What follows belongs to an exercise in optimizing a design on an open flow for small area, a short achievable clock period and few clock cycles; a production flow would make more cautious choices. Function was checked by simulation only, so behaviour that the tests miss may differ from the original. No activity file was given, so power comes from the tool's default toggle rates.

<file path="flow/config.mk">
export PLATFORM = sky130hd
export DESIGN_NAME = mult_div_unit
export DESIGN_NICKNAME = mult_div_unit
export VERILOG_FILES = /design/flow/design.v
export SDC_FILE = /design/flow/constraint.sdc
export NUM_CORES = 4
export LEC_CHECK = 0
export CAP_MARGIN = 20
export CORE_MARGIN = 2
export CORE_UTILIZATION = 40
export SLEW_MARGIN = 20
</file>
<file path="flow/constraint.sdc">
create_clock -name core_clock -period 10.0 [get_ports {clk}]
set_input_delay 2.0000 -clock core_clock [delete_from_list [all_inputs] [get_ports {clk}]]
set_output_delay 2.0000 -clock core_clock [all_outputs]
set_load 0.01 [all_outputs]
</file>
<file path="flow/design.v">
package mult_div_unit_pkg;
  localparam int MD_DATA_W    = 32;
  localparam int MD_DIV_STEPS = 32;
  localparam logic [5:0] FUNCT_MFHI  = 6'h10;
  localparam logic [5:0] FUNCT_MTHI  = 6'h11;
  localparam logic [5:0] FUNCT_MFLO  = 6'h12;
  localparam logic [5:0] FUNCT_MTLO  = 6'h13;
  localparam logic [5:0] FUNCT_MULT  = 6'h18;
  localparam logic [5:0] FUNCT_MULTU = 6'h19;
  localparam logic [5:0] FUNCT_DIV   = 6'h1A;
  localparam logic [5:0] FUNCT_DIVU  = 6'h1B;
  typedef enum logic [1:0] {
    MD_IDLE = 2'd0,
    MD_MUL  = 2'd1,
    MD_NORM = 2'd2,
    MD_DIV  = 2'd3
  } md_state_e;
  function automatic logic md_is_long_op(input logic [5:0] funct);
    md_is_long_op = (funct[5:2] == 4'b0110);
  endfunction
  function automatic logic md_is_signed_op(input logic [5:0] funct);
    md_is_signed_op = (funct == FUNCT_MULT) || (funct == FUNCT_DIV);
  endfunction
endpackage
module mult_div_unit_lzc (
  input  logic [31:0] x,
  output logic [5:0]  n
);
  always_comb begin
    n = 6'd32;
    for (int i = 0; i < 32; i++) begin
      if (x[i]) n = 6'(31 - i);
    end
  end
endmodule
module mult_div_unit_booth_row (
  input  logic [32:0] a,
  input  logic [2:0]  w,
  output logic [34:0] pp,
  output logic        neg
);
  logic one, two;
  logic [34:0] mag;
  always_comb begin
    one = w[0] ^ w[1];
    two = (w[2] & ~w[1] & ~w[0]) | (~w[2] & w[1] & w[0]);
    neg = w[2] & ~(w[1] & w[0]);
    mag = one ? {{2{a[32]}}, a} : (two ? {a[32], a, 1'b0} : 35'd0);
    pp  = neg ? ~mag : mag;
  end
endmodule
module mult_div_unit #(
  parameter int DATA_W    = mult_div_unit_pkg::MD_DATA_W,
  parameter int DIV_STEPS = mult_div_unit_pkg::MD_DIV_STEPS
) (
  input  logic              clk,
  input  logic              rst,
  input  logic              flush,
  input  logic              en,
  input  logic [5:0]        funct,
  input  logic [DATA_W-1:0] operand_1,
  input  logic [DATA_W-1:0] operand_2,
  output logic              busy,
  output logic [DATA_W-1:0] hi,
  output logic [DATA_W-1:0] lo,
  output logic              done
);
  mult_div_unit_pkg::md_state_e state;
  logic        last_q;       
  logic [4:0]  cnt_q;        
  logic [4:0]  win_q;        
  logic        neg_quot_q;
  logic        neg_rem_q;
  logic [31:0] hi_q;
  logic [31:0] lo_q;
  logic [32:0] a_q;          
  logic [32:0] b_q;          
  logic [63:0] acc_q;        
  logic        start, start_mul, start_signed;
  logic [32:0] op1_x, op2_x;
  logic [31:0] op1_mag, op2_mag;
  logic        op2_zero;
  logic [31:0] diff_sign;
  logic [8:1]  fits;
  logic [4:0]  k_init;
  logic [36:0] b_ext_in;
  logic [4:0]  win_init;
  always_comb begin
    start        = en && !flush && (state == mult_div_unit_pkg::MD_IDLE) && mult_div_unit_pkg::md_is_long_op(funct);
    start_mul    = !funct[1];
    start_signed = !funct[0];
    op1_x        = {start_signed & operand_1[31], operand_1};
    op2_x        = {start_signed & operand_2[31], operand_2};
    op1_mag      = (start_signed && operand_1[31]) ? -operand_1 : operand_1;
    op2_mag      = (start_signed && operand_2[31]) ? -operand_2 : operand_2;
    op2_zero     = (operand_2 == 32'd0);
    diff_sign    = operand_2 ^ {32{op2_x[32]}};
    for (int k = 1; k <= 8; k++) fits[k] = (diff_sign >> (4*k-1)) == 32'd0;
    k_init = 5'd8;
    for (int k = 8; k >= 1; k--) if (fits[k]) k_init = 5'(k - 1);
    b_ext_in = {{3{op2_x[32]}}, op2_x, 1'b0};
    win_init = 5'd0;
    for (int j = 0; j < 9; j++) if (k_init == 5'(j)) win_init = b_ext_in[4*j +: 5];
  end
  logic [34:0] pp0, pp1;
  logic        neg0, neg1;
  logic [41:0] csa_x, csa_y, csa_z, csa_s, csa_c, u;
  logic [63:0] acc_next;
  logic [36:0] b_ext;
  logic [4:0]  cnt_dec;
  logic [4:0]  win_next;
  mult_div_unit_booth_row u_row0 (.a(a_q), .w(win_q[2:0]), .pp(pp0), .neg(neg0));
  mult_div_unit_booth_row u_row1 (.a(a_q), .w(win_q[4:2]), .pp(pp1), .neg(neg1));
  always_comb begin
    csa_x    = {2'b00, acc_q[35:0], 1'b0, neg1, 1'b0, neg0};
    csa_y    = {{7{pp0[34]}}, pp0};
    csa_z    = {{5{pp1[34]}}, pp1, 2'b00};
    csa_s    = csa_x ^ csa_y ^ csa_z;
    csa_c    = {(csa_x[40:0] & csa_y[40:0]) | (csa_x[40:0] & csa_z[40:0]) | (csa_y[40:0] & csa_z[40:0]), 1'b0};
    u        = csa_s + csa_c;
    acc_next = {acc_q[59:36] + {{22{u[41]}}, u[41:40]}, u[39:0]};
    cnt_dec  = cnt_q - 5'd1;
    b_ext    = {{3{b_q[32]}}, b_q, 1'b0};
    win_next = 5'd0;
    for (int j = 0; j < 8; j++) if (cnt_dec[2:0] == 3'(j)) win_next = b_ext[4*j +: 5];
  end
  logic [5:0]  clz_a, clz_b;
  logic [6:0]  shamt;
  logic [4:0]  sh;
  logic [32:0] dsub;
  logic        qbit;
  logic [31:0] rem_next, quot_next, rem_fix, quot_fix;
  mult_div_unit_lzc u_lzc_a (.x(a_q[31:0]), .n(clz_a));
  mult_div_unit_lzc u_lzc_b (.x(b_q[31:0]), .n(clz_b));
  always_comb begin
    shamt     = {1'b0, clz_b} - {1'b0, clz_a};
    sh        = shamt[6] ? 5'd0 : shamt[4:0];
    dsub      = {1'b0, a_q[31:0]} - {1'b0, b_q[31:0]};
    qbit      = !dsub[32];
    rem_next  = qbit ? dsub[31:0] : a_q[31:0];
    quot_next = {acc_q[30:0], qbit};
    rem_fix   = neg_rem_q ? -rem_next : rem_next;
    quot_fix  = neg_quot_q ? -quot_next : quot_next;
  end
  always_ff @(posedge clk) begin
    if (rst) begin
      state  <= mult_div_unit_pkg::MD_IDLE;
      last_q <= 1'b0;
      hi_q   <= '0;
      lo_q   <= '0;
    end else if (flush) begin
      state  <= mult_div_unit_pkg::MD_IDLE;
      last_q <= 1'b0;
    end else begin
      case (state)
        mult_div_unit_pkg::MD_IDLE: begin
          if (start) begin
            if (start_mul) begin
              a_q    <= op1_x;
              b_q    <= op2_x;
              acc_q  <= '0;
              cnt_q  <= k_init;
              win_q  <= win_init;
              last_q <= (k_init == 5'd0);
              state  <= mult_div_unit_pkg::MD_MUL;
            end else begin
              a_q        <= {1'b0, op1_mag};
              b_q        <= {1'b0, op2_mag};
              neg_quot_q <= start_signed && (operand_1[31] ^ operand_2[31]);
              neg_rem_q  <= start_signed && operand_1[31];
              last_q     <= op2_zero;
              state      <= mult_div_unit_pkg::MD_NORM;
            end
          end else if (en && (funct == mult_div_unit_pkg::FUNCT_MTHI)) begin
            hi_q <= operand_1;
          end else if (en && (funct == mult_div_unit_pkg::FUNCT_MTLO)) begin
            lo_q <= operand_1;
          end
        end
        mult_div_unit_pkg::MD_MUL: begin
          acc_q  <= acc_next;
          cnt_q  <= cnt_dec;
          win_q  <= win_next;
          last_q <= (cnt_q == 5'd1);
          if (last_q) begin
            hi_q  <= acc_next[63:32];
            lo_q  <= acc_next[31:0];
            state <= mult_div_unit_pkg::MD_IDLE;
          end
        end
        mult_div_unit_pkg::MD_NORM: begin
          b_q    <= b_q << sh;
          cnt_q  <= sh;
          acc_q  <= '0;
          last_q <= (sh == 5'd0);
          state  <= last_q ? mult_div_unit_pkg::MD_IDLE : mult_div_unit_pkg::MD_DIV;
          if (last_q) last_q <= 1'b0;
        end
        mult_div_unit_pkg::MD_DIV: begin
          a_q    <= {1'b0, rem_next};
          b_q    <= b_q >> 1;
          acc_q  <= {32'd0, quot_next};
          cnt_q  <= cnt_dec;
          last_q <= (cnt_q == 5'd1);
          if (last_q) begin
            hi_q  <= rem_fix;
            lo_q  <= quot_fix;
            state <= mult_div_unit_pkg::MD_IDLE;
          end
        end
        default: state <= mult_div_unit_pkg::MD_IDLE;
      endcase
    end
  end
  assign busy = mult_div_unit_pkg::md_is_long_op(funct) && !last_q;
  assign done = last_q && !flush;
  assign hi   = hi_q;
  assign lo   = lo_q;
endmodule
</file>
<file path="flow/run.sh">
#!/bin/bash
# synth_recipe.tcl (not shown) runs the flow's synth.tcl, then flattens the netlist and writes it again
# the make line also repeats each setting of config.mk as NAME=value (left out here)
make -C /OpenROAD-flow-scripts/flow DESIGN_CONFIG=/design/flow/config.mk WORK_HOME=/design/flow/orfs CLKGATE_MAP_FILE= SYNTH_SCRIPT=/design/flow/synth_recipe.tcl finish
</file>
==> notes.md <==
- Worst slew pin tran: 1124 ps
- Critical Path Source Type: register
- Worst-path maximum fanout: 34
- Final hold viol count: 0
- Share of cells above drive strength 1: 0.05038
- First-pass GRT wire length: 131100 µm
- Area grow syn2layout: 12.41%
- Root buf cell: clkbuf_16
- Initial Util: 0.4044
- Clk slew on worst S/H paths: 60 ps
- Synthesized area: 0.02276 mm²
- Clk buf depth: 3
- Routed Antenna Nets: 0
- Crit Path Class: register to register
- Crit path max-delay family: compound AO/OA/AOI/OAI gates
- Height of the die: 242.5 µm
- Crit-path slowest cell: ha_2
- Vias in the first global route: 21650
- Initial drt markers: 2376
- Die area: 0.05882 mm²
- Min Tclk post-route: 8604 ps
- Sink Count: 205
- Cts bufs inserted: 26
- Setup Skew: 14.22 ps
- Vias: 22620
- DP Wirelength: 67110 µm
- Most frequent cell after synthesis: nor2_1
- # hold bufs at CTS: 0
- Setup repair after global routing missed its margin: no
- Layout net count: 3091
- CP peak stage delay: 670 ps
- Initial antenna violation count: 1
- Top-area cell type share of the netlist area: 0.1821
- Gp weighted congestion: 0.9497
- Tcrit/Tclk final: 0.8604
- Ys async rst share: 0
- Pleak: 9.544 nW
- Outcome: finished clean
- # fillers: 5586
- Syn_nets: 3086
- Most used DFF post-synth: edfxtp_1
- Sequential fraction of the synthesis area: 0.2410
- Netlist cell types: 90
- Commonest cells in the netlist: nor2_1, nand2_1, a21oi_1, o21ai_0, clkbuf_1
- Post-synth EDFFs: 138
- Worst min-delay path class: register to register
- DRC Markers: 0
- Worst path arrival time: 9020 ps
- Pre-CTS WS: 1444 ps
- Avg Cell Area, Syn: 7.977 µm²
- Final setup violation count: 0
- H-tree level count: 1
- Setup TNS: 0 ps
- Top post-synthesis cells by area: edfxtp_1, ha_1, dfxtp_1
- Die Wd: 242.5 µm
- Final total power: 2.367 mW
- Max-slew headroom: 0.2504
- DRT Pass-1 Iters: 8
- Core Area: 0.05628 mm²
- Final Non-Filler Cells: 3635
- Synth Warn #: 3
- Crit path buf inv count: 1
- Largest net degree at the start of global routing: 72
- Via-to-Cell Ratio: 6.223
- Worst Path Required: 10420 ps
- PnR worst setup slack: 1396 ps
- CTS tree: built
- Power Dens Cells: 92.51 mW/mm²
- WL final: 86940 µm
- Max-Cap Viols: 0
- Site row count: 87
- Grt total ovfl: 0
- Highest Clock Rate: 0.1162 GHz
- Port buffer count: 139
- GRT Total Usage: 0.2849
- Yosys reg bits: 205
- Gate Count Post-Synth: 2853
- Post-CTS setup buffers: 0
- Avg WL per Cell: 23.92 µm
- Worst vdd ir: 0.1290 mV
- Placed instance count: 3585
- Yosys top cell by area: edfxtp_1
- IO Count: 140
- Post-CTS Resized: 0
- Worst-skew pair later-pin latency: 580 ps
- Critical Path Sink Type: register
- Slew Limit Fails: 0
## worst register-to-register path: cells and delay by family (launching register included)
family | cells | cell delay [ps]
compound gates | 18 | 5120
xor+xnor | 2 | 380
fa+ha+maj | 5 | 1910
flops | 1 | 490
simple gates | 4 | 440
buf+inv | 1 | 70
## worst paths after layout
path              slack [ps]  endpoint  depth (start not counted)     start
setup / recovery        1400  hi_q[30]                         30  win_q[2]
hold reg to reg          490  lo_q[25]                          2  lo_q[25]
setup reg to reg        1400  hi_q[30]                         30  win_q[2]
hold / removal           490  lo_q[25]                          2  lo_q[25]
## layout make-up
cell class / instances / area [µm²] / share of cell area
Antenna cell: 1 / 2.502 / 0.00009781
Clock buffer: 29 / 703.2 / 0.02748
Clock inverter: 19 / 186.4 / 0.007287
Inverter: 109 / 411.6 / 0.01609
Multi-Input combinational cell: 2345 / 16220 / 0.6341
Sequential cell: 205 / 5485 / 0.2144
Tap cell: 756 / 945.9 / 0.03697
Timing Repair Buffer: 171 / 1627 / 0.06358
## report_power, final
part | leakage [nW] | switching, mW | internal [mW] | total, mW
clock | 0.443 | 0.417 | 0.583 | 1.00
combinational | 7.32 | 0.262 | 0.173 | 0.436
sequential | 1.78 | 0.0139 | 0.917 | 0.931
total | 9.54 | 0.693 | 1.67 | 2.37
## metrics by stage
step	instance area, µm²	util	hold WS [ps]
2_1_floorplan	22760	-	510.5
3_3_place_gp	24680	0.4386	479.9
3_5_place_dp	24680	0.4386	481.6
4_1_cts	25570	0.4544	493.2
5_1_grt	25580	0.4546	521.8
6_report	25580	0.4546	491.4
## flip-flops by register name, indices dropped and copies added (netlist names)
signal and cells:
neg_quot_q 1, state 2, neg_rem_q 1, lo_q 32, win_q 5, a_q 33, acc_q 60, cnt_q 5
hi_q 32, b_q 33, last_q 1
## cell families after synthesis
logic type      Yosys count  synth area share
compound gates          845            0.2493
mux                     150           0.07009
xor+xnor                251           0.09659
buf+inv                 303           0.05168
fa+ha+maj               159            0.1006
flops                   205            0.2410
simple gates            940            0.1908
## layout by cell type, fill, tap and decap left out, types with 67 or more instances in the layout
master and n:
a21oi_1 188, edfxtp_1 138, clkdlybuf4s50_1 138, nor3_1 68, xnor2_1 152, nand2_1 284
o21ai_0 168, ha_1 116, nor2_1 314, mux2i_1 129, inv_1 107, dfxtp_1 67
xor2_1 98
## layer usage
| metal | global-route usage | share of wire | up-vias | wire (µm) |
|---|---|---|---|---|
| met5 | 0 | 0 | - | 0 |
| met4 | 0.1505 | 0.058 | 0 | 5063 |
| met3 | 0.02681 | 0.058 | 223 | 5011 |
| met2 | 0.4798 | 0.47 | 948 | 40810 |
| met1 | 0.3614 | 0.41 | 10920 | 36060 |
| li1 | - | - | 10530 | - |
Testbench counts, summed over its fixed seeds: cycles 33,720.

[re-timing with driven ports]
How much do the figures lean on ideal ports? The routed layout below was timed once more, with nothing changed but the port constraints. Step 1 sets driving cells, clkbuf_16 on the clock port and buf_2 on the other inputs (assumed; they add their load-dependent delay and slew). Step 2 also shifts input and output timing later by t, the mid clock arrival at the registers, as if the neighbouring blocks saw the same clock. a / b / c = no drivers / after step 1 / after step 2; a / b = the first two.
t (ns): 0.633
setup WS [ns]: 1.396 / 1.396 / 1.396
clock arrival spread, ns: 0.014 / 0.015
slew at the worst register clock pin (ns): 0.07 / 0.07
worst slew at a driven data input, ns: 0.21
After both steps setup and hold are still met in this run. For this run, drivers alone change the setup slack by 0.000 ns; drivers and shift together by 0.000 ns.
